Source: an optimization exercise on an open RTL-to-GDS flow (aim: small area). Production flows keep margins and buffers that such runs may drop. The RTL was checked by simulation tests, not by an equivalence proof against the original design. Power is estimated from default activity; no workload was simulated.

$ cat flow/design.v
module pkt_framer #(
  parameter int PAYLOAD_BYTES  = 40,
  parameter int FCS_BYTES      = 4,
  parameter int TIMEOUT_CYCLES = 64
) (
  input  logic                       clk_i,
  input  logic                       rst_i,
  input  logic                       in_valid_i,
  input  logic [7:0]                 in_data_i,
  input  logic                       in_sof_i,
  output logic                       in_ready_o,
  output logic                       crc_valid_o,
  output logic [8*PAYLOAD_BYTES-1:0] crc_data_o,
  input  logic                       crc_done_i,
  input  logic [31:0]                crc_value_i,
  output logic [15:0]                stat_ok_o,
  output logic [15:0]                stat_bad_o,
  output logic [15:0]                stat_drop_o,
  output logic                       out_valid_o,
  input  logic                       out_ready_i,
  output logic [8*PAYLOAD_BYTES-1:0] out_payload_o,
  output logic                       out_crc_ok_o,
  output logic                       out_timeout_o
);
  localparam int PW = 8 * PAYLOAD_BYTES;
  localparam int FW = 8 * FCS_BYTES;
  localparam int SW = PW + FW;
  logic [SW-1:0] sr_q;           
  logic [5:0]    cnt_q;
  logic          in_ready_q, active_q, crc_valid_q, out_valid_q;
  logic          ok_q, tmo_q;
  logic          accept, last_byte, waiting, tmo_hit, fcs_eq;
  logic [FW-1:0] fcs;
  assign accept    = in_valid_i & in_ready_q;
  assign last_byte = active_q & ~in_sof_i & cnt_q[5] & cnt_q[3] & cnt_q[1] & cnt_q[0];
  assign waiting   = ~in_ready_q & ~crc_valid_q & ~out_valid_q;
  assign tmo_hit   = (cnt_q == 6'd44);
  genvar j;
  generate
    for (j = 0; j < FCS_BYTES; j++) begin : g_fcs
      assign fcs[8*j +: 8] = sr_q[8*(FCS_BYTES-1-j) +: 8];
    end
  endgenerate
  assign fcs_eq = (crc_value_i == fcs);
  always_ff @(posedge clk_i or posedge rst_i) begin
    if (rst_i) begin
      in_ready_q  <= 1'b1;
      active_q    <= 1'b0;
      crc_valid_q <= 1'b0;
      out_valid_q <= 1'b0;
    end else begin
      active_q    <= in_ready_q & (active_q | (in_valid_i & in_sof_i));
      crc_valid_q <= accept & last_byte;
      if (in_ready_q) in_ready_q <= ~(in_valid_i & last_byte);
      else            in_ready_q <= out_valid_q & out_ready_i;
      if (out_valid_q) out_valid_q <= ~out_ready_i;
      else             out_valid_q <= waiting & (crc_done_i | tmo_hit);
    end
  end
  always_ff @(posedge clk_i) begin
    if (accept) sr_q <= {sr_q[SW-9:0], in_data_i};
    if (accept & in_sof_i)          cnt_q <= 6'd1;
    else if (in_valid_i | ~in_ready_q) cnt_q <= cnt_q + 6'd1;
    if (~out_valid_q) begin
      ok_q  <= crc_done_i & fcs_eq;
      tmo_q <= ~crc_done_i;
    end
  end
  logic [15:0] stat_ok_q, stat_bad_q, stat_drop_q;
  logic        hand_off, drop_inc, ok_inc, bad_inc;
  assign hand_off = out_valid_q & out_ready_i;
  assign drop_inc = accept & ~(active_q ^ in_sof_i);
  assign ok_inc   = hand_off & ok_q;
  assign bad_inc  = hand_off & ~ok_q;
  function automatic logic [15:0] sat_inc(input logic [15:0] v, input logic en);
    logic [15:0] t;
    logic        lo_ones, go;
    lo_ones = &v[7:0];
    go      = en & ~(lo_ones & (&v[15:8]));
    t[0]    = go;
    for (int i = 0; i < 7; i++) t[i+1] = t[i] & v[i];
    t[8]    = go & lo_ones;
    for (int i = 8; i < 15; i++) t[i+1] = t[i] & v[i];
    sat_inc = v ^ t;
  endfunction
  always_ff @(posedge clk_i or posedge rst_i) begin
    if (rst_i) begin
      stat_ok_q   <= '0;
      stat_bad_q  <= '0;
      stat_drop_q <= '0;
    end else begin
      stat_drop_q <= sat_inc(stat_drop_q, drop_inc);
      stat_ok_q   <= sat_inc(stat_ok_q,   ok_inc);
      stat_bad_q  <= sat_inc(stat_bad_q,  bad_inc);
    end
  end
  assign stat_ok_o   = stat_ok_q;
  assign stat_bad_o  = stat_bad_q;
  assign stat_drop_o = stat_drop_q;
  assign in_ready_o    = in_ready_q;
  assign crc_valid_o   = crc_valid_q;
  assign crc_data_o    = sr_q[SW-1:FW];
  assign out_valid_o   = out_valid_q;
  assign out_payload_o = sr_q[SW-1:FW];
  assign out_crc_ok_o  = ok_q;
  assign out_timeout_o = tmo_q;
endmodule
$ cat flow/flow/run.sh
#!/bin/bash
# Standard ORFS layout with these changes:
# - the port buffers that global placement inserts use the smallest buffer cell;
# - pins may sit one routing track apart, so that a small die holds all 739 of them;
# - the buffers yosys/abc left are removed at floorplan instead of a pre-placement timing repair
#   (which only upsizes gates against unbuffered high-fanout nets);
# - the clock tree is built from compact sink clusters, with no dummy loads and no
#   double-spacing rule on the clock nets (it collides with the one-track pin spacing).
set -euo pipefail
bash standard.sh "BUFFER_PORTS_ARGS=-buffer_cell sky130_fd_sc_hd__buf_1" \
  "PLACE_PINS_ARGS=-min_distance 1 -min_distance_in_tracks" \
  "CTS_ARGS=-sink_clustering_enable -repair_clock_nets -sink_clustering_size 30 -sink_clustering_max_diameter 40 -buf_list sky130_fd_sc_hd__clkbuf_8 -dont_use_dummy_load -apply_ndr none" \
  REMOVE_ABC_BUFFERS=1 finish > standard_flow.log 2>&1
$ cat flow/standard.sh
#!/bin/bash
# synth_recipe.tcl (not shown) runs the flow's synth.tcl, then flattens the netlist and writes it again
# the make line also repeats each setting of config.mk as NAME=value (left out here)
make -C /OpenROAD-flow-scripts/flow DESIGN_CONFIG=/design/flow/config.mk WORK_HOME=/design/flow/orfs CLKGATE_MAP_FILE= SYNTH_SCRIPT=/design/flow/synth_recipe.tcl "${@:-finish}"
$ cat flow/config.mk
export PLATFORM = sky130hd
export DESIGN_NAME = pkt_framer
export DESIGN_NICKNAME = pkt_framer
export VERILOG_FILES = /design/flow/design.v
export SDC_FILE = /design/flow/constraint.sdc
export NUM_CORES = 4
export LEC_CHECK = 0
export ABC_AREA = 0
export CAP_MARGIN = 20
export CORE_AREA = 4 4 161 161
export DIE_AREA = 0 0 165 165
export PLACE_DENSITY = 0.85
export SLEW_MARGIN = 20
$ cat flow/constraint.sdc
create_clock -name core_clock -period 4.0 [get_ports {clk_i}]
set_input_delay 0.8000 -clock core_clock [delete_from_list [all_inputs] [get_ports {clk_i}]]
set_output_delay 0.8000 -clock core_clock [all_outputs]
set_load 0.01 [all_outputs]
==> results.cfg, run 1 <==
[status]
status = no timing/DRC/antenna violations

[setup_path]
regToRegSetupSlack_ns = 1.35
crit_type = register to register
ff2ff_path_depth = 11
r2r_start = in_ready_q
critical_path.startpoint = in_ready_q
crit_required_ns = 4.49
crit_fanout = 18
crit_arrival_ns = 3.14
r2r-end = stat_drop_q[15]
cp-end-kind = register
critPathLaunchType = register

[sta]
timing.slew.headroom_pct = 24.9
rsz0062_at_grt = no
skew_ns = 0.0738
fin_ws_ns = 1.35
clock.fmax_ghz = 0.378
setup-violations-final = 0
finalSetupTns_ns = 0
slew_violations = 0
period_needed_ns = 2.65
fin_worst_hold_slack_ns = 0.356
tightest_slew_ns = 1.13
finalCritPeriodShare_pct = 66.1
hold_viol = 0

[logic_synthesis]
ys_ff_latch = 412
synth_area_mm2 = 0.0158
ys_warn_count = 1
ys.flop_type = edfxtp_1
synthArstFlopShare_pct = 12.6
yosysSeqAreaShare_pct = 76.4
synth-edff-count = 354
synth.distinct_cells = 22
synth_top_area_cell = edfxtp_1
synthTopCellsByArea = edfxtp_1 (67%), buf_4 (15%), dfrtp_1 (8.1%)
postSynthCellCount = 894
synth_top_area_share_pct = 67.4
synth.avg_cell_area_um2 = 17.6

[global_route]
grt_pass1_wl_mm = 52.7
grt_antenna_before_repair = 0
grt_pass1_vias = 8617
grt_usage_pct = 25.8
grt_max_degree = 197
grt-ovfl-total = 0

[drt]
post_drt_via_cell_ratio = 5.47
wirelength_mm = 38.3
drtIter0Drc = 832
drt-pass1-iter-count = 5
route.vias.total = 9195
drcViolationCount = 0
ant_nets = 0
wl_per_cell_um = 22.8

[cts]
cts_tree = done
clock-sinks = 412
ctsResizeCount = 0
clk_pin_slew_worst_paths_ns = 0.11
cts_max_path_buffers = 3
hold_buffers = 0
post_cts_buffers = 0
cts-buffers-inserted = 43
ctsRootBufferMaster = clkbuf_8
htreeDepth = 2
clkLatencyLatePin_ns = 0.56

[power]
p_leak_uw = 0.00621
p_int_uw = 6390
p_clk_share_pct = 24.9
p_sw_share_pct = 26.7
power_frac_seq_pct = 63.1
vdd_drop_max_mv = 0.385
total_power_uw = 8720
pwr-share-comb_pct = 12.0
p_sw_uw = 2330
p_per_area_mw_per_mm2 = 508

[floorplanning]
io_pins = 739
fp.dieH_um = 165
initial_core_util_pct = 64.9
die_w_um = 165
fp.dieArea_mm2 = 0.0272
placementRows = 57
core_mm2 = 0.0243

[finish]
drive_gt1_share_pct = 3.68
diodes = 0
nets = 1451
synthToLayoutAreaGrowth_pct = 8.90
fill_cells = 1478
finalNonFillerCells = 1682

[hold_path]
hold_class = input pin to async pin

[placement]
port_buffers = 738
dp.cells = 1639
gp_congestion = 0.932
dp_hpwl_mm = 29.2
place_ws_ns = 0.974

[job]
maxCapViolations = 0
[critical path: stages, from the launching register on]
cell	delay (ns)
dfstp_2	0.62
and2_4	0.33
nand2_1	0.14
nor4_1	0.29
ha_1	0.20
ha_1	0.14
ha_1	0.14
ha_1	0.14
ha_1	0.14
ha_1	0.15
ha_1	0.16
xor2_1	0.14
[area by class of cell]
class / instances / area, um^2 / area share (%)
inverter: 7 / 27.5 / 0.160
multi-input combinational: 155 / 1300 / 7.55
sequential: 412 / 12100 / 70.2
clock buffer: 43 / 592 / 3.45
timing repair buffer: 741 / 2810 / 16.3
tap: 324 / 405 / 2.36
[stage by stage]
step,cell area (um^2),util [%]
after floorplan,13400,-
after global placement,16600,68.2
after detailed placement,16600,68.2
after CTS,17200,70.6
after global routing,17200,70.6
final,17200,70.6
[logic make-up after synthesis]
family                     share of synthesized area (%)
buffers and inverters                               15.4
DFF                                                 76.4
AOI/OAI and AO/OA                                  0.365
adders and majority gates                           3.57
xor gates and xnor gates                            2.33
and+or+nand+nor                                     1.94
[cell usage after synthesis, drive strengths merged, types with 2 or more instances]
cell	number
nand2	5
dfxtp	6
buf	320
ha	45
inv	7
xor2	41
nand4	16
nor3	4
nand3	5
edfxtp	354
a21oi	6
and3	2
nor4	10
nor2	13
dfrtp	51
o21ai	4
[worst max path at each step]
stage | to | slack, ns
finish | stat_drop_q[15] | 1.35
global route | stat_drop_q[15] | 1.07
CTS | stat_drop_q[15] | 1.33
detailed placement | stat_drop_q[15] | 0.97
global placement | stat_drop_q[15] | 1.07
floorplan | stat_drop_q[15] | -6.84
[routing by layer]
metal / vias up / wire length (um) / global-route usage (%)
met5: - / 0 / 0.189
met2: 849 / 17600 / 40.7
met1: 4424 / 12700 / 31.3
met3: 153 / 5740 / 9.66
met4: 0 / 2320 / 13.3
li1: 3769 / - / -
[state kept, by name, summed over array words and instances, names as in the netlist]
name         flops
stat_bad_q      16
sr_q           352
ok_q             1
crc_valid_q      1
stat_drop_q     16
tmo_q            1
in_ready_q       1
active_q         1
stat_ok_q       16
out_valid_q      1
cnt_q            6
[placed cells by master, fill, tap and decap left out, drive strengths merged]
master,instances
nor2,13
buf,741
clkinv,1
nand3,5
xnor2,1
dfxtp,6
nand2,5
o21ai,4
xor2,41
dfstp,1
nand2b,1
edfxtp,354
clkbuf,43
a21oi,6
and3,2
nand4,16
nor4,10
dfrtp,51
inv,6
ha,45
and2,1
nor3,4
a21o,1
[power by group through the flow]
stage          combinational (uW)  sequential (uW)  clock (uW)
3_3_place_gp                  998             5560           0
6_report                     1050             5510        2170
4_1_cts                      1040             5500        2240
5_1_grt                      1110             5550        2450
2_1_floorplan                 175             5850           0
3_5_place_dp                 1030             5580           0
==> run 2: changes to the inputs <==
--- a/flow/flow/run.sh
+++ b/flow/flow/run.sh
@@ -9,5 +9,5 @@
 set -euo pipefail
 bash standard.sh "BUFFER_PORTS_ARGS=-buffer_cell sky130_fd_sc_hd__buf_1" \
   "PLACE_PINS_ARGS=-min_distance 1 -min_distance_in_tracks" \
-  "CTS_ARGS=-sink_clustering_enable -repair_clock_nets -sink_clustering_size 30 -sink_clustering_max_diameter 40 -buf_list sky130_fd_sc_hd__clkbuf_8 -dont_use_dummy_load -apply_ndr none" \
+  "CTS_ARGS=-sink_clustering_enable -repair_clock_nets -sink_clustering_size 30 -sink_clustering_max_diameter 50 -buf_list sky130_fd_sc_hd__clkbuf_16 -dont_use_dummy_load -apply_ndr none" \
   REMOVE_ABC_BUFFERS=1 finish > standard_flow.log 2>&1
==> run 2 against run 1 <==
Final area up 1.7%. Hold slack better by 0.071 ns. Clock power up 31%. Worst setup slack worse by 0.084 ns.
==> results.cfg, run 2 <==
[status]
status = no timing/DRC/antenna violations

[drt]
drtIter0Drc = 851
dr_wl_met3_mm = 5.71
top_layer_used = met4
drt-pass1-iter-count = 5
wl_per_cell_um = 23.4
wirelength_mm = 39.2
met1_length_mm = 12.9
post_drt_via_cell_ratio = 5.49
route.vias.total = 9196
ant_nets = 0
met2_length_mm = 18.2
drcViolationCount = 0

[logic_synthesis]
ys_top_cells_by_count = edfxtp_1 (354), buf_4 (320), dfrtp_1 (51)
ys_warn_count = 1
synth-edff-count = 354
ys.flop_type = edfxtp_1
synthArstFlopShare_pct = 12.6
postSynthCellCount = 894
synth_top_area_share_pct = 67.4
synthTopCellsByArea = edfxtp_1 (67%), buf_4 (15%), dfrtp_1 (8.1%)
yosysMostFrequentCell = edfxtp_1
synth.avg_cell_area_um2 = 17.6
synth_top_area_cell = edfxtp_1
synth_area_mm2 = 0.0158
ys_ff_latch = 412
synth.distinct_cells = 22
yosysSeqAreaShare_pct = 76.4

[global_route]
grt_antenna_before_repair = 0
grt_usage_pct = 26.5
grt_pass1_vias = 8653
grt-ovfl-total = 0
grt_max_degree = 197
grt_pass1_wl_mm = 53.9

[finish]
final_core_util_pct = 71.8
largest_register_ff_count = 352
top_register = sr_q
diodes = 0
final_cell_mix = buf_1 (738), edfxtp_1 (354), dfrtp_1 (51)
synthToLayoutAreaGrowth_pct = 10.7
layout_commonest_cell = buf_1
drive_gt1_share_pct = 3.11
nets = 1443

[setup_path]
slowest_delay_ns = 0.45
crit_arrival_ns = 3.11
crit_slowest_cell = nor4_1
worstPathCellList = nand4_1, nor4_1, nor3_1, ha_1, ha_1, ha_1, ha_1, ha_1, ha_1, ha_1, xor2_1
critPathLaunchType = register
regToRegSetupSlack_ns = 1.27
crit_required_ns = 4.38
crit_type = register to register
cp-end-kind = register
cpMostUsedCell = ha_1
crit_fanout = 3

[floorplanning]
initial_core_util_pct = 64.9
io_pins = 739
core_mm2 = 0.0243
fp.dieH_um = 165
placementRows = 57
fp.dieArea_mm2 = 0.0272
die_w_um = 165

[cts]
hold_buffers = 0
post_cts_buffers = 0
cts_tree = done
cts_max_path_buffers = 3
clk_pin_slew_worst_paths_ns = 0.07
ctsRootBufferMaster = clkbuf_16
clock-sinks = 412
htreeDepth = 2
clkLatencyLatePin_ns = 0.50
cts-buffers-inserted = 35
ctsResizeCount = 0

[sta]
fin_ws_ns = 1.27
finalCritPeriodShare_pct = 68.2
tightest_slew_ns = 1.07
skew_ns = 0.0405
rsz0062_at_grt = no
setup-violations-final = 0
slew_violations = 0
timing.slew.headroom_pct = 28.8
period_needed_ns = 2.73
clock.fmax_ghz = 0.366
hold_viol = 0

[job]
maxCapViolations = 0

[power]
p_clk_share_pct = 30.3
p_sw_uw = 2430
vdd_drop_max_mv = 0.448
p_leak_uw = 0.00633
pwr-share-comb_pct = 11.2
p_sw_share_pct = 25.9
p_int_uw = 6980
p_per_area_mw_per_mm2 = 539
power_frac_seq_pct = 58.6

[placement]
port_buffers = 738
gp_congestion = 0.932
place_ws_ns = 0.974
dp_hpwl_mm = 29.2

[hold_path]
hold_class = input pin to async pin
==> run 2: changes by cell type in the layout (fill, tap and decap cells not counted), sizes merged <==
cell	before	now
clkbuf	43	35
==> run 2: path summary, 6_finish.rpt <==
path | start | endpoint | cells after the start
worst max-delay path | stat_bad_q[3] | stat_bad_q[7] | 11
worst min-delay path | rst_i | stat_ok_q[3] | 2
worst max register to register | stat_bad_q[3] | stat_bad_q[7] | 11
worst min register to register | sr_q[260] | sr_q[268] | 0
max in group asynchronous | rst_i | crc_valid_q | 2
min in group core_clock | sr_q[260] | sr_q[268] | 0
==> run 2: worst max-delay path, delay by kind of cell, from the launching register on <==
| kind | cells | cell delay [ns] |
|---|---|---|
| adders and majority gates | 7 | 1.33 |
| xor gates and xnor gates | 1 | 0.15 |
| and+or+nand+nor | 3 | 0.73 |
| DFF | 1 | 0.40 |
==> run 2: layout make-up <==
cell class | instances | area (um^2)
Clock buffer | 35 | 876
Inverter | 7 | 27.5
Sequential cell | 412 | 12100
Tap cell | 324 | 405
Fill cell | 1415 | 6860
Timing Repair Buffer | 741 | 2810
Multi-Input combinational cell | 155 | 1300
==> run 2: layer usage <==
metal	track usage, %	vias to the layer above
li1	-	3763
met4	14.0	0
met1	31.4	4410
met5	0.189	-
met3	9.78	149
met2	42.6	874
==> run 2: cell families (layout without fill, tap and decap cells) <==
group	count (synthesis)	count (layout)	share of synthesized area [%]
buf+inv	327	783	15.4
xor+xnor	42	42	2.33
simple gates	57	57	1.94
fa+ha+maj	45	45	3.57
flops	412	412	76.4
compound gates	11	11	0.365
==> run 2: per-stage QoR <==
| stage | instance area (um^2) | hold WS [ns] | setup TNS (ns) | std cells | power, uW |
|---|---|---|---|---|---|
| 3_3_place_gp | 16600 | 0.450 | 0 | 1639 | 6550 |
| 6_report | 17500 | 0.427 | 0 | 1674 | 9410 |
| 4_1_cts | 17500 | 0.452 | 0 | 1674 | 9440 |
| 3_5_place_dp | 16600 | 0.456 | 0 | 1639 | 6620 |
| 5_1_grt | 17500 | 0.445 | 0 | 1674 | 9790 |
| 2_1_floorplan | 13400 | 0.448 | -2036.53 | 574 | 6020 |
==> run 2: power groups by stage <==
stage | combinational (uW) | clock (uW) | sequential [uW]
floorplan | 175 | 0 | 5850
global placement | 998 | 0 | 5560
detailed placement | 1030 | 0 | 5580
CTS | 1040 | 2900 | 5500
global route | 1120 | 3120 | 5560
finish | 1050 | 2850 | 5510
==> run 3: changes to the inputs <==
--- a/flow/flow/run.sh
+++ b/flow/flow/run.sh
@@ -9,5 +9,5 @@
 set -euo pipefail
 bash standard.sh "BUFFER_PORTS_ARGS=-buffer_cell sky130_fd_sc_hd__buf_1" \
   "PLACE_PINS_ARGS=-min_distance 1 -min_distance_in_tracks" \
-  "CTS_ARGS=-sink_clustering_enable -repair_clock_nets -sink_clustering_size 30 -sink_clustering_max_diameter 50 -buf_list sky130_fd_sc_hd__clkbuf_16 -dont_use_dummy_load -apply_ndr none" \
+  "CTS_ARGS=-sink_clustering_enable -repair_clock_nets -sink_clustering_size 32 -sink_clustering_max_diameter 80 -buf_list sky130_fd_sc_hd__clkbuf_16 -dont_use_dummy_load -apply_ndr none" \
   REMOVE_ABC_BUFFERS=1 finish > standard_flow.log 2>&1
==> run 3 against run 2 <==
Clock skew up 0.026 ns. Register-to-register slack improved by 0.03 ns. Worst setup slack gained 0.028 ns. Global-route usage down 1.1 points. Combinational power barely moved. Sequential power about the same. Final area down 2.6%. Critical endpoint unchanged.
==> results.cfg, run 3 <==
[setup_path]
cpMostUsedCell = ha_1
slowest_delay_ns = 0.42
critPathLaunchType = register
crit_arrival_ns = 3.09
r2r-end = stat_bad_q[7]
worstPathCellList = nand4_1, nor4_1, nor3_1, ha_1, ha_1, ha_1, ha_1, ha_1, ha_1, ha_1, xor2_1
crit_fanout = 3
cp-end-kind = register
ff2ff_path_depth = 11
r2r_start = stat_bad_q[15]
crit_slowest_cell = dfrtp_1
crit_required_ns = 4.39
regToRegSetupSlack_ns = 1.30
crit_type = register to register

[cts]
cts_tree = done
clkLatencyLatePin_ns = 0.53
post_cts_buffers = 0
ctsResizeCount = 0
cts-buffers-inserted = 17
clk_pin_slew_worst_paths_ns = 0.11
hold_buffers = 0
cts_max_path_buffers = 3
clock-sinks = 412
ctsRootBufferMaster = clkbuf_16
htreeDepth = 1

[power]
p_sw_share_pct = 26.7
p_int_uw = 6200
p_clk_share_pct = 22.6
pwr-share-comb_pct = 12.4
vdd_drop_max_mv = 0.448
p_per_area_mw_per_mm2 = 497
p_leak_uw = 0.00611
total_power_uw = 8460
power_frac_seq_pct = 65.0
p_sw_uw = 2260

[finish]
final_cell_mix = buf_1 (738), edfxtp_1 (354), dfrtp_1 (51)
finalNonFillerCells = 1656
layout_commonest_cell = buf_1
top_register = sr_q
largest_register_ff_count = 352
diodes = 0
postLayoutCellArea_mm2 = 0.0170
nets = 1425
synthToLayoutAreaGrowth_pct = 7.84
drive_gt1_share_pct = 1.80

[logic_synthesis]
synth-edff-count = 354
ys_ff_latch = 412
synth_top_area_share_pct = 67.4
ys_top_cells_by_count = edfxtp_1 (354), buf_4 (320), dfrtp_1 (51)
ys_warn_count = 1
postSynthCellCount = 894
synthArstFlopShare_pct = 12.6
synth_top_area_cell = edfxtp_1
yosysMostFrequentCell = edfxtp_1
ys.flop_type = edfxtp_1
synth.distinct_cells = 22
synth_area_mm2 = 0.0158
synth.avg_cell_area_um2 = 17.6
yosysSeqAreaShare_pct = 76.4
synthTopCellsByArea = edfxtp_1 (67%), buf_4 (15%), dfrtp_1 (8.1%)

[placement]
dp_hpwl_mm = 29.2
placed_area_mm2 = 0.0166
dp.cells = 1639
gp_congestion = 0.932
port_buffers = 738
place_ws_ns = 0.974

[sta]
rsz0062_at_grt = no
finalCritPeriodShare_pct = 67.5
fin_ws_ns = 1.30
hold_viol = 0
setup-violations-final = 0
tightest_slew_ns = 1.12
period_needed_ns = 2.70
skew_ns = 0.0663
timing.slew.headroom_pct = 25.5
slew_violations = 0
clock.fmax_ghz = 0.370

[floorplanning]
fp.dieArea_mm2 = 0.0272
io_pins = 739
core_mm2 = 0.0243
placementRows = 57
fp.dieH_um = 165
die_w_um = 165
initial_core_util_pct = 64.9

[status]
status = no timing/DRC/antenna violations

[drt]
drtIter0Drc = 1127
wl_per_cell_um = 22.9
wirelength_mm = 37.9
route.vias.total = 9092
drcViolationCount = 0
drt-pass1-iter-count = 5
post_drt_via_cell_ratio = 5.49
ant_nets = 0

[global_route]
grt-ovfl-total = 0
grt_antenna_before_repair = 0
grt_pass1_wl_mm = 51.8
grt_usage_pct = 25.4
grt_max_degree = 197
grt_pass1_vias = 8294

[job]
maxCapViolations = 0

[hold_path]
hold_class = input pin to async pin
## run 3: cell counts after synthesis
Identical to the previous run, type by type.
## run 3: metrics by stage
step	hold slack (ns)	utilization (%)	TNS (ns)
global route	0.404	70.0	0
floorplan	0.448	-	-2036.53
CTS	0.415	69.9	0
finish	0.400	70.0	0
global placement	0.450	68.2	0
detailed placement	0.456	68.2	0
## run 3: cells by family after synthesis
family / share of synthesized area [%]
buffers and inverters: 15.4
xor gates and xnor gates: 2.33
adders and majority gates: 3.57
and+or+nand+nor: 1.94
AOI/OAI and AO/OA: 0.365
DFF: 76.4
## run 3: cell type report
type,count,area (um^2)
flip-flops and latches,412,12100
fillers,1493,7310
multi-input cells,155,1300
well taps,324,405
repair buffers,741,2810
inverters,7,27.5
clock buffers,17,425
## run 3: power groups by stage
| stage | Clock (uW) | Combinational, uW | Sequential [uW] |
|---|---|---|---|
| 3_5_place_dp | 0 | 1030 | 5580 |
| 3_3_place_gp | 0 | 998 | 5560 |
| 6_report | 1920 | 1050 | 5500 |
| 4_1_cts | 1980 | 1040 | 5490 |
| 2_1_floorplan | 0 | 175 | 5850 |
| 5_1_grt | 2160 | 1110 | 5540 |
## run 3: worst max-delay path, delay by kind of cell, from the launching register on
family / cells / cell delay (ns)
adder cells (fa/ha/maj): 7 / 1.31
AND/OR/NAND/NOR: 3 / 0.68
flip-flops: 1 / 0.42
XOR/XNOR: 1 / 0.15
## run 3: worst max path at each step
stage	start	to	cells after the start
after CTS	in_ready_q	stat_drop_q[15]	11
final	stat_bad_q[15]	stat_bad_q[7]	11
after detailed placement	in_valid_i	stat_drop_q[15]	12
after floorplan	in_valid_i	stat_drop_q[15]	11
after global routing	in_ready_q	stat_drop_q[15]	11
after global placement	in_valid_i	stat_drop_q[15]	12
## run 3: routing by layer
layer | part of all wire [%] | vias up | wire length [um] | track usage, %
met2 | 46 | 875 | 17600 | 40.7
met3 | 15 | 148 | 5770 | 8.51
met1 | 33 | 4350 | 12400 | 32.0
met4 | 5.6 | 0 | 2120 | 10.9
met5 | 0 | - | 0 | 0
li1 | - | 3719 | - | -
==> run 4: changes to the inputs <==
--- a/flow/flow/run.sh
+++ b/flow/flow/run.sh
@@ -9,5 +9,5 @@
 set -euo pipefail
 bash standard.sh "BUFFER_PORTS_ARGS=-buffer_cell sky130_fd_sc_hd__buf_1" \
   "PLACE_PINS_ARGS=-min_distance 1 -min_distance_in_tracks" \
-  "CTS_ARGS=-sink_clustering_enable -repair_clock_nets -sink_clustering_size 32 -sink_clustering_max_diameter 80 -buf_list sky130_fd_sc_hd__clkbuf_16 -dont_use_dummy_load -apply_ndr none" \
+  "CTS_ARGS=-sink_clustering_enable -repair_clock_nets -sink_clustering_size 20 -sink_clustering_max_diameter 60 -buf_list sky130_fd_sc_hd__clkbuf_8 -dont_use_dummy_load -apply_ndr none" \
   REMOVE_ABC_BUFFERS=1 finish > standard_flow.log 2>&1
==> run 4 against run 3 <==
Still clean on timing, DRC and antenna. Sequential cell count unchanged. Sequential share of layout area is 0.11 points higher. Register-to-register slack better by 0.05 ns. First-iteration DRC count fell by 20%. Cell count is 0.72% higher. Synthesized cell count is the same. Clock skew increased by 0.0034 ns. Hold slack worse by 0.061 ns. Clock-buffer cell count grew 12. Routed wire length is 1.0% higher. Via count decreased by 0.20%. Critical path depth unchanged. Largest cell class unchanged.
==> results.cfg, run 4 <==
[global_route]
grt_pass1_vias = 8492
grt_antenna_before_repair = 0
grt_pass1_wl_mm = 52.4
grt_usage_pct = 25.6
grt-ovfl-total = 0
grt_max_degree = 197

[floorplanning]
io_pins = 739
fp.dieArea_mm2 = 0.0272
placementRows = 57
fp.dieH_um = 165
initial_core_util_pct = 64.9
core_mm2 = 0.0243
die_w_um = 165

[logic_synthesis]
synth_area_mm2 = 0.0158
synthAdderAreaFrac_pct = 3.57
synth_compound_area_share_pct = 0.365
synth-simple-area-share_pct = 1.94
synth_top_family_by_area = buffers and inverters
synth.distinct_cells = 22
yosysMostFrequentCell = edfxtp_1
postSynthCellCount = 894
synth-xor-area-share_pct = 2.33
synth_top_area_share_pct = 67.4
ys_warn_count = 1
ys_top_cells_by_count = edfxtp_1 (354), buf_4 (320), dfrtp_1 (51)
yosysSeqAreaShare_pct = 76.4
synth.avg_cell_area_um2 = 17.6
synth_top_area_cell = edfxtp_1
ys.flop_type = edfxtp_1
ys_ff_latch = 412
synth-edff-count = 354
synth_mux_area_share_pct = 0
synthArstFlopShare_pct = 12.6
synthTopCellsByArea = edfxtp_1 (67%), buf_4 (15%), dfrtp_1 (8.1%)

[cts]
cts-buffers-inserted = 29
hold_buffers = 0
post_cts_buffers = 0
cts_tree = done
ctsRootBufferMaster = clkbuf_8
clkLatencyLatePin_ns = 0.61
htreeDepth = 1
cts_max_path_buffers = 3
clock-sinks = 412
ctsResizeCount = 0
clk_pin_slew_worst_paths_ns = 0.10

[setup_path]
worstPathCellList = and2_4, nand2_1, nor4_1, ha_1, ha_1, ha_1, ha_1, ha_1, ha_1, ha_1, xor2_1
critPathLaunchType = register
crit_type = register to register
slowest_delay_ns = 0.62
cpMostUsedCell = ha_1
ff2ff_path_depth = 11
crit_arrival_ns = 3.17
crit_slowest_cell = dfstp_2
regToRegSetupSlack_ns = 1.34
r2r_start = in_ready_q
crit_fanout = 18
cp-end-kind = register
crit_required_ns = 4.51
critical_path.startpoint = in_ready_q
r2r-end = stat_drop_q[15]
endpoint = stat_drop_q[15]

[finish]
diodes = 0
final_cell_mix = buf_1 (738), edfxtp_1 (354), dfrtp_1 (51)
synthToLayoutAreaGrowth_pct = 7.68
fill_cells = 1497
layout_commonest_cell = buf_1
largest_register_ff_count = 352
drive_gt1_share_pct = 2.68
nets = 1437
finalNonFillerCells = 1668
top_register = sr_q

[drt]
ant_nets = 0
post_drt_via_cell_ratio = 5.44
drcViolationCount = 0
route.vias.total = 9074
drt-pass1-iter-count = 6
wirelength_mm = 38.3
wl_per_cell_um = 22.9
drtIter0Drc = 902

[power]
p_sw_share_pct = 27.3
p_sw_uw = 2280
p_leak_uw = 0.00611
p_clk_share_pct = 21.7
pwr-share-comb_pct = 12.5
p_per_area_mw_per_mm2 = 492
vdd_drop_max_mv = 0.380
p_int_uw = 6080
power_frac_seq_pct = 65.8

[sta]
period_needed_ns = 2.66
hold_viol = 0
clock.fmax_ghz = 0.377
fin_worst_hold_slack_ns = 0.339
finalCritPeriodShare_pct = 66.4
setup-violations-final = 0
timing.slew.headroom_pct = 26.8
tightest_slew_ns = 1.10
slew_violations = 0
rsz0062_at_grt = no
skew_ns = 0.0697

[placement]
gp_congestion = 0.932
dp_hpwl_mm = 29.2
dp.cells = 1639
port_buffers = 738

[job]
maxCapViolations = 0

[hold_path]
hold_class = input pin to async pin

[status]
status = no timing/DRC/antenna violations
==> run 4: final cells by class <==
type	count	area, um^2	share of cell area, %
flip-flops and latches	412	12100	71.0
repair buffers	741	2810	16.5
multi-input cells	155	1300	7.63
well taps	324	405	2.39
clock buffers	29	399	2.35
inverters	7	27.5	0.162
==> run 4: kinds of logic (layout without fill, tap and decap cells) <==
group,Yosys count,count (layout)
DFF,412,412
buffers and inverters,327,777
and+or+nand+nor,57,57
adders and majority gates,45,45
xor gates and xnor gates,42,42
AOI/OAI and AO/OA,11,11
==> run 4: layer usage <==
layer  track usage (%)  routed length [um]  vias up
met1              31.4               12700     4365
met2              40.9               17600      825
met4              12.5                2240        0
li1                  -                   -     3740
met5             0.189                   0        -
met3              8.96                5730      144
==> run 4: metrics by stage <==
stage / instance area (um^2) / TNS (ns) / power (uW) / setup WS, ns / utilization (%)
global placement: 16600 / 0 / 6550 / 1.07 / 68.2
global route: 17000 / 0 / 8710 / 1.07 / 69.8
floorplan: 13400 / -2036.53 / 6020 / -6.84 / -
finish: 17000 / 0 / 8360 / 1.34 / 69.8
detailed placement: 16600 / 0 / 6620 / 0.974 / 68.2
CTS: 17000 / 0 / 8390 / 1.33 / 69.8
==> run 4: worst min path at each step <==
stage / slack [ns] / cells past startpoint / from / to
2_1_floorplan: 0.45 / 0 / sr_q[2] / sr_q[10]
3_3_place_gp: 0.45 / 0 / sr_q[16] / sr_q[24]
3_5_place_dp: 0.46 / 0 / sr_q[52] / sr_q[60]
4_1_cts: 0.32 / 1 / in_data_i[3] / sr_q[3]
5_1_grt: 0.32 / 1 / in_data_i[3] / sr_q[3]
6_report: 0.34 / 2 / rst_i / stat_bad_q[15]
==> run 4: worst max-delay path: cells and delay by family, from the launching register on <==
family / cells / cell delay, ns
fa+ha+maj: 7 / 1.07
flops: 1 / 0.62
simple gates: 3 / 0.75
xor+xnor: 1 / 0.14
==> run 4: power by group through the flow <==
stage          combinational, uW  clock, uW  sequential, uW
2_1_floorplan                175          0            5850
3_3_place_gp                 998          0            5560
3_5_place_dp                1030          0            5580
4_1_cts                     1040       1860            5490
5_1_grt                     1110       2050            5550
6_report                    1050       1820            5500
==> run 5: changes to the inputs <==
--- a/flow/design.v
+++ b/flow/design.v
@@ -26,15 +26,18 @@
   localparam int FW = 8 * FCS_BYTES;
   localparam int SW = PW + FW;
   logic [SW-1:0] sr_q;           
-  logic [5:0]    cnt_q;
-  logic          in_ready_q, active_q, crc_valid_q, out_valid_q;
-  logic          ok_q, tmo_q;
+  logic [5:0]    cnt_q;          
+  logic          in_ready_q, active_q, out_valid_q;
+  logic          ok_q, tmo_q, verdict;    
   logic          accept, last_byte, waiting, tmo_hit, fcs_eq;
   logic [FW-1:0] fcs;
   assign accept    = in_valid_i & in_ready_q;
   assign last_byte = active_q & ~in_sof_i & cnt_q[5] & cnt_q[3] & cnt_q[1] & cnt_q[0];
-  assign waiting   = ~in_ready_q & ~crc_valid_q & ~out_valid_q;
+  assign waiting   = ~in_ready_q & ~active_q & ~out_valid_q;
   assign tmo_hit   = (cnt_q == 6'd44);
+  assign verdict   = waiting & (crc_done_i | tmo_hit);
+  assign ok_q      = cnt_q[1];
+  assign tmo_q     = cnt_q[0];
   genvar j;
   generate
     for (j = 0; j < FCS_BYTES; j++) begin : g_fcs
@@ -46,24 +49,21 @@
     if (rst_i) begin
       in_ready_q  <= 1'b1;
       active_q    <= 1'b0;
-      crc_valid_q <= 1'b0;
       out_valid_q <= 1'b0;
     end else begin
       active_q    <= in_ready_q & (active_q | (in_valid_i & in_sof_i));
-      crc_valid_q <= accept & last_byte;
       if (in_ready_q) in_ready_q <= ~(in_valid_i & last_byte);
       else            in_ready_q <= out_valid_q & out_ready_i;
       if (out_valid_q) out_valid_q <= ~out_ready_i;
-      else             out_valid_q <= waiting & (crc_done_i | tmo_hit);
+      else             out_valid_q <= verdict;
     end
   end
   always_ff @(posedge clk_i) begin
     if (accept) sr_q <= {sr_q[SW-9:0], in_data_i};
-    if (accept & in_sof_i)          cnt_q <= 6'd1;
-    else if (in_valid_i | ~in_ready_q) cnt_q <= cnt_q + 6'd1;
-    if (~out_valid_q) begin
-      ok_q  <= crc_done_i & fcs_eq;
-      tmo_q <= ~crc_done_i;
+    if (accept & in_sof_i) cnt_q <= 6'd1;
+    else if (in_ready_q ? in_valid_i : ~out_valid_q) begin
+      cnt_q <= cnt_q + 6'd1;
+      if (verdict) cnt_q[1:0] <= {crc_done_i & fcs_eq, ~crc_done_i};
     end
   end
   logic [15:0] stat_ok_q, stat_bad_q, stat_drop_q;
@@ -98,7 +98,7 @@
   assign stat_bad_o  = stat_bad_q;
   assign stat_drop_o = stat_drop_q;
   assign in_ready_o    = in_ready_q;
-  assign crc_valid_o   = crc_valid_q;
+  assign crc_valid_o   = ~in_ready_q & active_q;
   assign crc_data_o    = sr_q[SW-1:FW];
   assign out_valid_o   = out_valid_q;
   assign out_payload_o = sr_q[SW-1:FW];
--- a/flow/config.mk
+++ b/flow/config.mk
@@ -9,5 +9,5 @@
 export CAP_MARGIN = 20
 export CORE_AREA = 4 4 161 161
 export DIE_AREA = 0 0 165 165
-export PLACE_DENSITY = 0.85
+export PLACE_DENSITY = 0.95
 export SLEW_MARGIN = 20
==> run 5 against run 4 <==
Clock-buffer cell count stayed put. Sequential share of layout area is 0.28 points lower. First-iteration DRC count is 11% higher. Critical path depth is 7 lower. Worst setup slack worse by 0.093 ns. Non-clock buffer count is 1 higher. Via count is 0.48% higher. Fmax is 3.4% lower. Global-route usage is 1.3 points lower. Highest routed layer unchanged.
==> results.cfg, run 5 <==
[placement]
port_buffers = 738
placed_area_mm2 = 0.0165
gp_congestion = 0.896
dp_hpwl_mm = 27.5
dp.cells = 1641

[cts]
post_cts_buffers = 0
hold_buffers = 0
cts-buffers-inserted = 29
ctsResizeCount = 0
ctsRootBufferMaster = clkbuf_8
htreeDepth = 1
clkLatencyLatePin_ns = 0.59
cts_tree = done
cts_max_path_buffers = 3
clock-sinks = 409
clk_pin_slew_worst_paths_ns = 0.11

[global_route]
grt_pass1_vias = 8763
grt_usage_pct = 24.3
grt_max_degree = 206
grt_antenna_before_repair = 0
grt-ovfl-total = 0
grt_pass1_wl_mm = 51.0

[drt]
wirelength_mm = 36.5
wl_per_cell_um = 21.9
drtIter0Drc = 999
ant_nets = 0
drcViolationCount = 0
post_drt_via_cell_ratio = 5.46
drt-pass1-iter-count = 6
route.vias.total = 9118

[logic_synthesis]
ys_warn_count = 1
synth_area_mm2 = 0.0157
synthArstFlopShare_pct = 12.5
postSynthCellCount = 895
yosysSeqAreaShare_pct = 76.2
synth-edff-count = 352
ys_ff_latch = 409
yosysMostFrequentCell = edfxtp_1
synth_top_family_by_area = buffers and inverters
synth-simple-area-share_pct = 2.01
synth.avg_cell_area_um2 = 17.6
synth_top_area_cell = edfxtp_1
synth_compound_area_share_pct = 0.454
synth_mux_area_share_pct = 0
synthTopCellsByArea = edfxtp_1 (67%), buf_4 (15%), dfrtp_1 (8.0%)
ys.flop_type = edfxtp_1
synth.distinct_cells = 24
synthAdderAreaFrac_pct = 3.58
synth-xor-area-share_pct = 2.34
synth_top_area_share_pct = 67.3
ys_top_cells_by_count = edfxtp_1 (352), buf_4 (320), dfrtp_1 (50)

[floorplanning]
initial_core_util_pct = 64.6
placementRows = 57
die_w_um = 165
fp.dieH_um = 165
io_pins = 739
fp.dieArea_mm2 = 0.0272
core_mm2 = 0.0243

[setup_path]
crit_fanout = 75
r2r-end = sr_q[112]
crit_arrival_ns = 2.90
ff2ff_path_depth = 4
cp-end-kind = register
crit_type = register to register
regToRegSetupSlack_ns = 1.25
r2r_start = in_ready_q
crit_required_ns = 4.16
critPathLaunchType = register

[finish]
postLayoutCellArea_mm2 = 0.0169
nets = 1439
drive_gt1_share_pct = 2.90
final_core_util_pct = 69.6
final_cell_mix = buf_1 (738), edfxtp_1 (352), dfrtp_1 (50)
layout_commonest_cell = buf_1
top_register = sr_q
fill_cells = 1426
largest_register_ff_count = 352
finalNonFillerCells = 1670
synthToLayoutAreaGrowth_pct = 7.78
diodes = 0

[power]
p_clk_share_pct = 17.8
power_frac_seq_pct = 62.1
p_sw_uw = 3260
pwr-share-comb_pct = 20.1
p_per_area_mw_per_mm2 = 596
p_leak_uw = 0.00602
p_sw_share_pct = 32.3
vdd_drop_max_mv = 0.433
p_int_uw = 6830

[sta]
slew_violations = 0
finalCritPeriodShare_pct = 68.7
tightest_slew_ns = 1.20
rsz0062_at_grt = no
period_needed_ns = 2.75
setup-violations-final = 0
timing.slew.headroom_pct = 19.7
hold_viol = 0
skew_ns = 0.0870
clock.fmax_ghz = 0.364

[hold_path]
hold_class = input pin to async pin

[status]
status = no timing/DRC/antenna violations

[job]
maxCapViolations = 0
-- run 5: changes by cell type after synthesis, moves of 2 or more --
cell and change:
nand2_1 +2, xor2_1 -21, nor4_1 -3, xnor2_1 +21, edfxtp_1 -2, nand4_1 +5
-- run 5: cell type report --
type / count / area, um^2 / share of cell area [%]
flip-flops and latches: 409 / 12000 / 70.7
repair buffers: 742 / 2810 / 16.6
multi-input cells: 160 / 1320 / 7.79
well taps: 324 / 405 / 2.39
clock buffers: 29 / 399 / 2.36
inverters: 6 / 30.0 / 0.177
-- run 5: how the worst max path moves through the flow --
stage,slack [ns],cells after the start,startpoint,to
2_1_floorplan,-5.75,12,in_valid_i,stat_drop_q[15]
3_3_place_gp,1.10,5,in_valid_i,sr_q[232]
3_5_place_dp,0.91,13,in_valid_i,stat_drop_q[15]
4_1_cts,1.22,12,in_ready_q,stat_drop_q[15]
5_1_grt,1.04,12,in_ready_q,stat_drop_q[15]
6_report,1.25,4,in_ready_q,sr_q[112]
-- run 5: power by group through the flow --
stage	sequential (uW)	combinational [uW]	clock (uW)
4_1_cts	6260	2000	1840
3_3_place_gp	6270	1920	0
3_5_place_dp	6340	1990	0
5_1_grt	6350	2150	2040
6_report	6270	2030	1790
2_1_floorplan	6940	332	0
-- run 5: per-layer routing --
layer / global-route usage (%) / wire length, um / vias to the layer above
li1: - / - / 3753
met1: 27.5 / 11700 / 4338
met2: 42.0 / 18100 / 853
met3: 6.76 / 4540 / 174
met4: 12.9 / 2210 / 0
met5: 0 / 0 / -
-- run 5: logic make-up after synthesis --
family | after synthesis
flops | 409
buf+inv | 326
simple gates | 60
fa+ha+maj | 45
xor+xnor | 42
compound gates | 13
-- run 5: through the flow --
| step | total power [uW] | hold WS, ns | TNS [ns] | setup WS (ns) |
|---|---|---|---|---|
| after floorplan | 7270 | 0.448 | -1630.41 | -5.75 |
| after global placement | 8190 | 0.452 | 0 | 1.10 |
| after CTS | 10100 | 0.145 | 0 | 1.22 |
| after detailed placement | 8330 | 0.458 | 0 | 0.913 |
| after global routing | 10500 | 0.157 | 0 | 1.04 |
| final | 10100 | 0.160 | 0 | 1.25 |
-- run 5: worst max-delay path, stage by stage (launching register included) --
cell and delay, ns:
dfstp_2 0.63, nand2_2 0.15, inv_8 0.23, buf_4 0.49, buf_4 0.78
==> run 6: changes to the inputs <==
--- a/flow/config.mk
+++ b/flow/config.mk
@@ -9,5 +9,5 @@
 export CAP_MARGIN = 20
 export CORE_AREA = 4 4 161 161
 export DIE_AREA = 0 0 165 165
-export PLACE_DENSITY = 0.95
+export PLACE_DENSITY = 0.85
 export SLEW_MARGIN = 20
==> run 6 against run 5 <==
Clock skew decreased by 0.024 ns. Hold slack gained 0.17 ns. Power rose by 0.11%. Register-to-register slack gained 0.07 ns. Clock-buffer cell count unchanged. Final area barely moved. Sequential cell count stayed put. Non-clock buffer count is 1 lower.
==> results.cfg, run 6 <==
[status]
status = no timing/DRC/antenna violations

[global_route]
grt_pass1_wl_mm = 50.1
grt_antenna_before_repair = 1
grt_pass1_vias = 8332
grt_max_degree = 162
grt_usage_pct = 24.1
grt-ovfl-total = 0

[drt]
drcViolationCount = 0
route.vias.total = 8949
post_drt_via_cell_ratio = 5.36
drtIter0Drc = 952
wl_per_cell_um = 21.5
drt-pass1-iter-count = 5
wirelength_mm = 35.9
ant_nets = 0

[setup_path]
slowest_delay_ns = 0.61
crit_slowest_cell = dfstp_2
cpMostUsedCell = ha_1
worstPathCellList = nand2_2, inv_8, nand2_1, nor4_1, ha_1, ha_1, ha_1, ha_1, ha_1, ha_1, ha_1, xor2_1
cp-end-kind = register
crit_fanout = 32
critPathLaunchType = register
ff2ff_path_depth = 12
crit_type = register to register
r2r_start = in_ready_q
crit_arrival_ns = 3.15
crit_required_ns = 4.48
regToRegSetupSlack_ns = 1.32
r2r-end = stat_drop_q[15]

[finish]
final_core_util_pct = 69.6
largest_register_ff_count = 352
diodes = 0
nets = 1438
fill_cells = 1491
drive_gt1_share_pct = 2.83
layout_commonest_cell = buf_1
synthToLayoutAreaGrowth_pct = 7.74
top_register = sr_q
final_cell_mix = buf_1 (738), edfxtp_1 (352), dfrtp_1 (50)
finalNonFillerCells = 1669

[cts]
clkLatencyLatePin_ns = 0.58
clk_pin_slew_worst_paths_ns = 0.11
ctsRootBufferMaster = clkbuf_8
cts_tree = done
hold_buffers = 0
cts-buffers-inserted = 29
cts_max_path_buffers = 3
ctsResizeCount = 0
post_cts_buffers = 0
clock-sinks = 409
htreeDepth = 1

[placement]
gp_congestion = 0.869
dp.cells = 1640
port_buffers = 738
dp_hpwl_mm = 27.0
place_ws_ns = 0.997

[power]
vdd_drop_max_mv = 0.396
p_per_area_mw_per_mm2 = 597
p_leak_uw = 0.00601

[sta]
timing.slew.headroom_pct = 28.7
fin_worst_hold_slack_ns = 0.335
clock.fmax_ghz = 0.373
setup-violations-final = 0
slew_violations = 0
rsz0062_at_grt = no
tightest_slew_ns = 1.07
finalSetupTns_ns = 0
finalCritPeriodShare_pct = 66.9
period_needed_ns = 2.68
skew_ns = 0.0630
hold_viol = 0
fin_ws_ns = 1.32

[logic_synthesis]
ys_top_cells_by_count = edfxtp_1 (352), buf_4 (320), dfrtp_1 (50)
postSynthCellCount = 895
synth_area_mm2 = 0.0157
synth.avg_cell_area_um2 = 17.6
yosysSeqAreaShare_pct = 76.2
ys_warn_count = 1
yosysMostFrequentCell = edfxtp_1
synth_top_area_cell = edfxtp_1
synth_top_area_share_pct = 67.3
synth.distinct_cells = 24
ys.flop_type = edfxtp_1
ys_ff_latch = 409
synthTopCellsByArea = edfxtp_1 (67%), buf_4 (15%), dfrtp_1 (8.0%)
synth-edff-count = 352
synthArstFlopShare_pct = 12.5

[floorplanning]
die_w_um = 165
fp.dieH_um = 165
initial_core_util_pct = 64.6
io_pins = 739
fp.dieArea_mm2 = 0.0272
core_mm2 = 0.0243
placementRows = 57

[hold_path]
hold_class = input pin to async pin

[job]
maxCapViolations = 0
run 6: cell count changes in the layout (fill, tap and decap cells not counted):
| cell | delta |
|---|---|
| clkinv_2 | +1 |
| inv_2 | -1 |
| buf_4 | -1 |
run 6: cell families (layout without fill, tap and decap cells):
logic type | after synthesis | in the layout | synth area share, %
buffers and inverters | 326 | 776 | 15.4
flip-flops | 409 | 409 | 76.2
AO/OA/AOI/OAI | 13 | 13 | 0.454
AND/OR/NAND/NOR | 60 | 60 | 2.01
adder cells (fa/ha/maj) | 45 | 45 | 3.58
XOR/XNOR | 42 | 42 | 2.34
run 6: worst max-delay path: cells and delay by family, from the launching register on:
| family | cells | cell delay [ns] |
|---|---|---|
| simple gates | 3 | 0.57 |
| buf+inv | 1 | 0.22 |
| flops | 1 | 0.61 |
| fa+ha+maj | 7 | 1.05 |
| xor+xnor | 1 | 0.14 |
run 6: metrics by stage:
stage	power (uW)	cell area, um^2
finish	10100	16900
global route	10600	16900
CTS	10100	16900
detailed placement	8350	16500
global placement	8250	16500
floorplan	7270	13300
run 6: area by class of cell:
| class | instances | area, um^2 | share of cell area [%] |
|---|---|---|---|
| Clock buffer | 29 | 399 | 2.36 |
| Multi-Input combinational cell | 160 | 1320 | 7.79 |
| Tap cell | 324 | 405 | 2.39 |
| Sequential cell | 409 | 12000 | 70.7 |
| Timing Repair Buffer | 741 | 2810 | 16.6 |
| Inverter | 6 | 31.3 | 0.185 |
run 6: power breakdown:
group	internal, uW	switching, uW
clock	648	1160
sequential	5630	660
combinational	544	1450
run 6: worst max-delay path by stage:
stage,slack [ns],start,endpoint,cells past startpoint
after floorplan,-5.75,in_valid_i,stat_drop_q[15],12
after global placement,1.10,in_valid_i,stat_drop_q[15],13
after detailed placement,1.0,in_valid_i,stat_drop_q[15],13
after CTS,1.31,in_ready_q,stat_drop_q[15],12
after global routing,1.02,in_ready_q,stat_drop_q[15],12
final,1.32,in_ready_q,stat_drop_q[15],12
run 6: metal layers:
metal | vias to the layer above | global-route usage, % | wire (um)
met5 | - | 0 | 0
met2 | 784 | 41.0 | 17500
met1 | 4298 | 29.1 | 11900
li1 | 3754 | - | -
met4 | 0 | 9.19 | 1470
met3 | 113 | 7.56 | 4960
==> run 7: changes to the inputs <==
--- a/flow/flow/run.sh
+++ b/flow/flow/run.sh
@@ -9,5 +9,5 @@
 set -euo pipefail
 bash standard.sh "BUFFER_PORTS_ARGS=-buffer_cell sky130_fd_sc_hd__buf_1" \
   "PLACE_PINS_ARGS=-min_distance 1 -min_distance_in_tracks" \
-  "CTS_ARGS=-sink_clustering_enable -repair_clock_nets -sink_clustering_size 20 -sink_clustering_max_diameter 60 -buf_list sky130_fd_sc_hd__clkbuf_8 -dont_use_dummy_load -apply_ndr none" \
+  "CTS_ARGS=-sink_clustering_enable -repair_clock_nets -sink_clustering_size 28 -sink_clustering_max_diameter 70 -buf_list sky130_fd_sc_hd__clkbuf_16 -dont_use_dummy_load -apply_ndr none" \
   REMOVE_ABC_BUFFERS=1 finish > standard_flow.log 2>&1
==> run 7 against run 6 <==
Still clean. Critical path depth is the same. Hold slack gained 0.060 ns. First-iteration DRC count shrank 10%. Fmax shrank 0.83%. Critical endpoint unchanged.
==> results.cfg, run 7 <==
[finish]
finalNonFillerCells = 1659
top_register = sr_q
layout_commonest_cell = buf_1
largest_register_ff_count = 352
drive_gt1_share_pct = 2.10
nets = 1428
synthToLayoutAreaGrowth_pct = 8.23
diodes = 0
final_cell_mix = buf_1 (738), edfxtp_1 (352), dfrtp_1 (50)

[job]
maxCapViolations = 0

[floorplanning]
placementRows = 57
fp.dieH_um = 165
core_mm2 = 0.0243
fp.dieArea_mm2 = 0.0272
io_pins = 739
initial_core_util_pct = 64.6
die_w_um = 165

[logic_synthesis]
synth-edff-count = 352
ys_warn_count = 1
synth.avg_cell_area_um2 = 17.6
synthArstFlopShare_pct = 12.5
ys_top_cells_by_count = edfxtp_1 (352), buf_4 (320), dfrtp_1 (50)
ys.flop_type = edfxtp_1
synth_area_mm2 = 0.0157
synth.distinct_cells = 24
ys_ff_latch = 409
synthTopCellsByArea = edfxtp_1 (67%), buf_4 (15%), dfrtp_1 (8.0%)
synth_top_area_share_pct = 67.3
synth_top_area_cell = edfxtp_1
yosysSeqAreaShare_pct = 76.2
postSynthCellCount = 895
yosysMostFrequentCell = edfxtp_1

[global_route]
use_met1_pct = 29.0
grt-ovfl-total = 0
grt-busiest-layer = met2
grt_usage_pct = 23.9
grt_pass1_wl_mm = 49.6
grt_pass1_vias = 8180
grt_max_degree = 162
grt_antenna_before_repair = 1
met3_usage_pct = 6.49
grt_util_met2_pct = 41.0

[placement]
dp_hpwl_mm = 27.0
port_buffers = 738
dp.cells = 1640
place_ws_ns = 0.997
gp_congestion = 0.869

[setup_path]
crit_arrival_ns = 3.11
critical_path.startpoint = in_ready_q
crit_type = register to register
r2r_start = in_ready_q
crit_fanout = 32
critPathLaunchType = register
worstPathCellList = nand2_2, inv_8, nand2_1, nor4_1, ha_1, ha_1, ha_1, ha_1, ha_1, ha_1, ha_1, xor2_1
crit_slowest_cell = dfstp_2
ff2ff_path_depth = 12
slowest_delay_ns = 0.62
crit_required_ns = 4.41
cp-end-kind = register
cpMostUsedCell = ha_1

[hold_path]
hold_class = input pin to async pin

[sta]
period_needed_ns = 2.70
finalCritPeriodShare_pct = 67.5
timing.slew.headroom_pct = 29.4
clock.fmax_ghz = 0.370
tightest_slew_ns = 1.06
skew_ns = 0.0374
setup-violations-final = 0
hold_viol = 0
fin_ws_ns = 1.30
slew_violations = 0
rsz0062_at_grt = no

[drt]
wl_per_cell_um = 21.5
wirelength_mm = 35.7
drt-pass1-iter-count = 5
route.vias.total = 8912
drtIter0Drc = 856
ant_nets = 0
post_drt_via_cell_ratio = 5.37
drcViolationCount = 0

[cts]
cts-buffers-inserted = 19
htreeDepth = 1
ctsResizeCount = 0
cts_tree = done
hold_buffers = 0
clk_pin_slew_worst_paths_ns = 0.10
clock-sinks = 409
clkLatencyLatePin_ns = 0.52
post_cts_buffers = 0
cts_max_path_buffers = 3
ctsRootBufferMaster = clkbuf_16

[power]
vdd_drop_max_mv = 0.570
p_per_area_mw_per_mm2 = 605
p_leak_uw = 0.00604

[status]
status = no timing/DRC/antenna violations
## run 7: worst paths after layout
check	slack (ns)	to
setup / recovery	1.30	stat_drop_q[15]
hold / removal	0.39	stat_ok_q[12]
setup reg to reg	1.30	stat_drop_q[15]
hold reg to reg	0.47	sr_q[11]
max in group asynchronous	3.07	stat_bad_q[6]
min in group core_clock	0.45	sr_q[6]
## run 7: per-stage QoR
| step | utilization (%) | TNS [ns] | cell area (um^2) | total power, uW | hold slack, ns |
|---|---|---|---|---|---|
| after CTS | 69.9 | 0 | 17000 | 10300 | 0.429 |
| after floorplan | - | -1630.41 | 13300 | 7270 | 0.448 |
| after global placement | 68.0 | 0 | 16500 | 8250 | 0.453 |
| after detailed placement | 68.0 | 0 | 16500 | 8350 | 0.457 |
| final | 69.9 | 0 | 17000 | 10300 | 0.395 |
| after global routing | 69.9 | 0 | 17000 | 10700 | 0.434 |
## run 7: kinds of logic after synthesis
group | count (synthesis) | synth area share, %
flip-flops | 409 | 76.2
buffers and inverters | 326 | 15.4
AND/OR/NAND/NOR | 60 | 2.01
adder cells (fa/ha/maj) | 45 | 3.58
XOR/XNOR | 42 | 2.34
AO/OA/AOI/OAI | 13 | 0.454
## run 7: cell type report
class / instances / area (um^2)
sequential: 409 / 12000
multi-input combinational: 160 / 1320
fill: 1476 / 7320
clock buffer: 19 / 475
inverter: 6 / 31.3
timing repair buffer: 741 / 2810
tap: 324 / 405
## run 7: worst max-delay path: cells and delay by family, from the launching register on
| family | cells | cell delay, ns |
|---|---|---|
| fa+ha+maj | 7 | 1.05 |
| flops | 1 | 0.62 |
| simple gates | 3 | 0.56 |
| buf+inv | 1 | 0.22 |
| xor+xnor | 1 | 0.14 |
## run 7: report_power, final
part	leakage, uW	total [uW]	switching, uW	internal (uW)
Combinational	0.00165	2000	1460	544
Sequential	0.00415	6290	656	5630
Clock	0.000234	2000	1140	855
## run 7: layer usage
metal  routed length [um]  part of all wire, %
met2                17600                   49
met3                 4430                   12
met1                12100                   34
met4                 1550                  4.3
met5                    0                    0
==> run 8: changes to the inputs <==
--- a/flow/flow/run.sh
+++ b/flow/flow/run.sh
@@ -9,5 +9,5 @@
 set -euo pipefail
 bash standard.sh "BUFFER_PORTS_ARGS=-buffer_cell sky130_fd_sc_hd__buf_1" \
   "PLACE_PINS_ARGS=-min_distance 1 -min_distance_in_tracks" \
-  "CTS_ARGS=-sink_clustering_enable -repair_clock_nets -sink_clustering_size 28 -sink_clustering_max_diameter 70 -buf_list sky130_fd_sc_hd__clkbuf_16 -dont_use_dummy_load -apply_ndr none" \
+  "CTS_ARGS=-sink_clustering_enable -repair_clock_nets -sink_clustering_size 24 -sink_clustering_max_diameter 70 -buf_list {sky130_fd_sc_hd__clkbuf_8 sky130_fd_sc_hd__clkbuf_16} -dont_use_dummy_load -apply_ndr none" \
   REMOVE_ABC_BUFFERS=1 finish > standard_flow.log 2>&1
==> run 8 against run 7 <==
Critical path depth stayed put. Worst setup slack better by 0.032 ns. Still clean on timing, DRC and antenna. Combinational power hardly changed. Die area stayed put. Utilization is 0.21 points higher. First-iteration DRC count is 8.5% higher.
==> results.cfg, run 8 <==
[setup_path]
worstPathCellList = nand2_2, inv_8, nand2_1, nor4_1, ha_1, ha_1, ha_1, ha_1, ha_1, ha_1, ha_1, xor2_1
crit_arrival_ns = 3.12
cpMostUsedCell = ha_1
crit_slowest_cell = dfstp_2
slowest_delay_ns = 0.62
crit_type = register to register
cp-end-kind = register
critPathLaunchType = register
crit_required_ns = 4.45
crit_fanout = 32
regToRegSetupSlack_ns = 1.33

[drt]
wl_per_cell_um = 21.7
route.vias.total = 8990
drt-pass1-iter-count = 5
drtIter0Drc = 929
post_drt_via_cell_ratio = 5.41
drcViolationCount = 0
wirelength_mm = 36.0
ant_nets = 0

[floorplanning]
fp.dieH_um = 165
core_mm2 = 0.0243
fp.dieArea_mm2 = 0.0272
placementRows = 57
die_w_um = 165
initial_core_util_pct = 64.6
io_pins = 739

[logic_synthesis]
synthTopCellsByArea = edfxtp_1 (67%), buf_4 (15%), dfrtp_1 (8.0%)
synth.distinct_cells = 24
synth_top_area_share_pct = 67.3
synthArstFlopShare_pct = 12.5
postSynthCellCount = 895
ys_warn_count = 1
ys_ff_latch = 409
synth-edff-count = 352
synth.avg_cell_area_um2 = 17.6
ys_top_cells_by_count = edfxtp_1 (352), buf_4 (320), dfrtp_1 (50)
yosysMostFrequentCell = edfxtp_1
ys.flop_type = edfxtp_1
synth_area_mm2 = 0.0157
synth_top_area_cell = edfxtp_1
yosysSeqAreaShare_pct = 76.2

[hold_path]
hold_class = input pin to async pin

[finish]
nets = 1430
drive_gt1_share_pct = 2.24
area.sequential_mm2 = 0.0120
top_register = sr_q
diodes = 0
layout_commonest_cell = buf_1
multi_input_area_mm2 = 0.00132
fill_cells = 1466
final_cell_mix = buf_1 (738), edfxtp_1 (352), dfrtp_1 (50)
synthToLayoutAreaGrowth_pct = 8.55
largest_register_ff_count = 352

[global_route]
grt_max_degree = 162
grt_antenna_before_repair = 1
grt_usage_pct = 24.1
grt_pass1_wl_mm = 50.0
grt_pass1_vias = 8213
grt-ovfl-total = 0

[cts]
post_cts_buffers = 0
cts_max_path_buffers = 3
clk_pin_slew_worst_paths_ns = 0.09
cts-buffers-inserted = 21
cts_tree = done
clock-sinks = 409
clkLatencyLatePin_ns = 0.52
ctsRootBufferMaster = clkbuf_16
hold_buffers = 0
ctsResizeCount = 0
htreeDepth = 1

[sta]
slew_violations = 0
fin_ws_ns = 1.33
period_needed_ns = 2.67
rsz0062_at_grt = no
clock.fmax_ghz = 0.375
tightest_slew_ns = 1.05
finalCritPeriodShare_pct = 66.7
setup-violations-final = 0
skew_ns = 0.0196
hold_viol = 0
timing.slew.headroom_pct = 29.9

[placement]
gp_congestion = 0.869
dp_hpwl_mm = 27.0
place_ws_ns = 0.997
port_buffers = 738

[power]
total_power_uw = 10400
vdd_drop_max_mv = 0.527
p_leak_uw = 0.00606
p_per_area_mw_per_mm2 = 611

[status]
status = no timing/DRC/antenna violations

[job]
maxCapViolations = 0
run 8: changes by cell type in the layout (fill, tap and decap cells not counted), sizes merged:
cell	change
clkbuf	+2
run 8: path summary, 6_finish.rpt:
| check | startpoint | end | depth (start not counted) |
|---|---|---|---|
| setup / recovery | in_ready_q | stat_drop_q[15] | 12 |
| max in group asynchronous | rst_i | stat_bad_q[7] | 2 |
| hold / removal | rst_i | stat_ok_q[15] | 2 |
| setup reg to reg | in_ready_q | stat_drop_q[15] | 12 |
| hold reg to reg | sr_q[23] | sr_q[31] | 0 |
| min in group core_clock | in_data_i[6] | sr_q[6] | 1 |
run 8: logic make-up after synthesis:
group | Yosys count | share of synthesized area (%)
buffers and inverters | 326 | 15.4
adder cells (fa/ha/maj) | 45 | 3.58
XOR/XNOR | 42 | 2.34
AO/OA/AOI/OAI | 13 | 0.454
flip-flops | 409 | 76.2
AND/OR/NAND/NOR | 60 | 2.01
run 8: power by group:
| part | total, uW | internal, uW | switching [uW] | leakage [uW] |
|---|---|---|---|---|
| Combinational | 2000 | 544 | 1460 | 0.00165 |
| Clock | 2110 | 939 | 1170 | 0.000259 |
| Sequential | 6300 | 5640 | 664 | 0.00415 |
| Total | 10400 | 7120 | 3300 | 0.00606 |
run 8: metrics by stage:
stage                     TNS [ns]  cell area (um^2)  cells  hold slack [ns]  util [%]
after floorplan           -1630.41             13300    575            0.448         -
after global placement           0             16500   1640            0.453      68.0
after detailed placement         0             16500   1640            0.457      68.0
after CTS                        0             17100   1661            0.437      70.1
after global routing             0             17100   1661            0.440      70.1
final                            0             17100   1661            0.411      70.1
run 8: layer usage:
layer  routed length (um)  share of wire (%)  global-route usage, %
met5                    0                  0                      0
met4                 1710                4.7                   9.94
met3                 4770                 13                   6.56
met2                17600                 49                   40.9
met1                11900                 33                   29.4
run 8: area by class of cell:
class	instances	share of cell area (%)
Timing Repair Buffer	741	16.4
Inverter	6	0.183
Multi-Input combinational cell	160	7.73
Tap cell	324	2.38
Clock buffer	21	3.08
Sequential cell	409	70.2
run 8: worst max-delay path: cells and delay by family (launching register included):
family / cells / cell delay (ns)
xor gates and xnor gates: 1 / 0.14
adders and majority gates: 7 / 1.04
buffers and inverters: 1 / 0.22
DFF: 1 / 0.62
and+or+nand+nor: 3 / 0.57

-- separate check: timing with driven ports --
In the flow no input, the clock included, has a driving cell. The finished layouts below were timed again as built, in two steps. Step 1 assumes that a clkbuf_16 drives the clock port and a buf_2 every other input. Step 2 times the ports against the registers' clock, not the clock port: input delays grow and output delays shrink by t, the midpoint of the rising clock arrivals with the driver on. a / b / c = ideal ports / drivers / drivers and shift; a / b = the first two.
| run | t, ns | setup WS [ns] | clock arrival spread, ns | worst slew at a driven data input, ns |
|---|---|---|---|---|
| run 1 | 0.558 | 1.354 / 1.354 / 1.007 | 0.074 / 0.074 | 0.06 |
| run 2 | 0.524 | 1.271 / 1.271 / 0.950 | 0.045 / 0.045 | 0.06 |
| run 3 | 0.537 | 1.298 / 1.298 / 0.975 | 0.066 / 0.067 | 0.06 |
| run 4 | 0.604 | 1.345 / 1.345 / 0.966 | 0.085 / 0.085 | 0.06 |
| run 5 | 0.594 | 1.252 / 1.252 / 0.923 | 0.089 / 0.089 | 0.06 |
| run 6 | 0.588 | 1.322 / 1.322 / 0.989 | 0.064 / 0.064 | 0.07 |
| run 7 | 0.544 | 1.300 / 1.300 / 0.966 | 0.039 / 0.039 | 0.07 |
| run 8 | 0.549 | 1.331 / 1.331 / 0.998 | 0.020 / 0.020 | 0.07 |
After both steps every run listed still meets setup and hold. The setup slack of run 4, which loses most, moves by 0.000 ns with the drivers and by -0.379 ns with both steps.
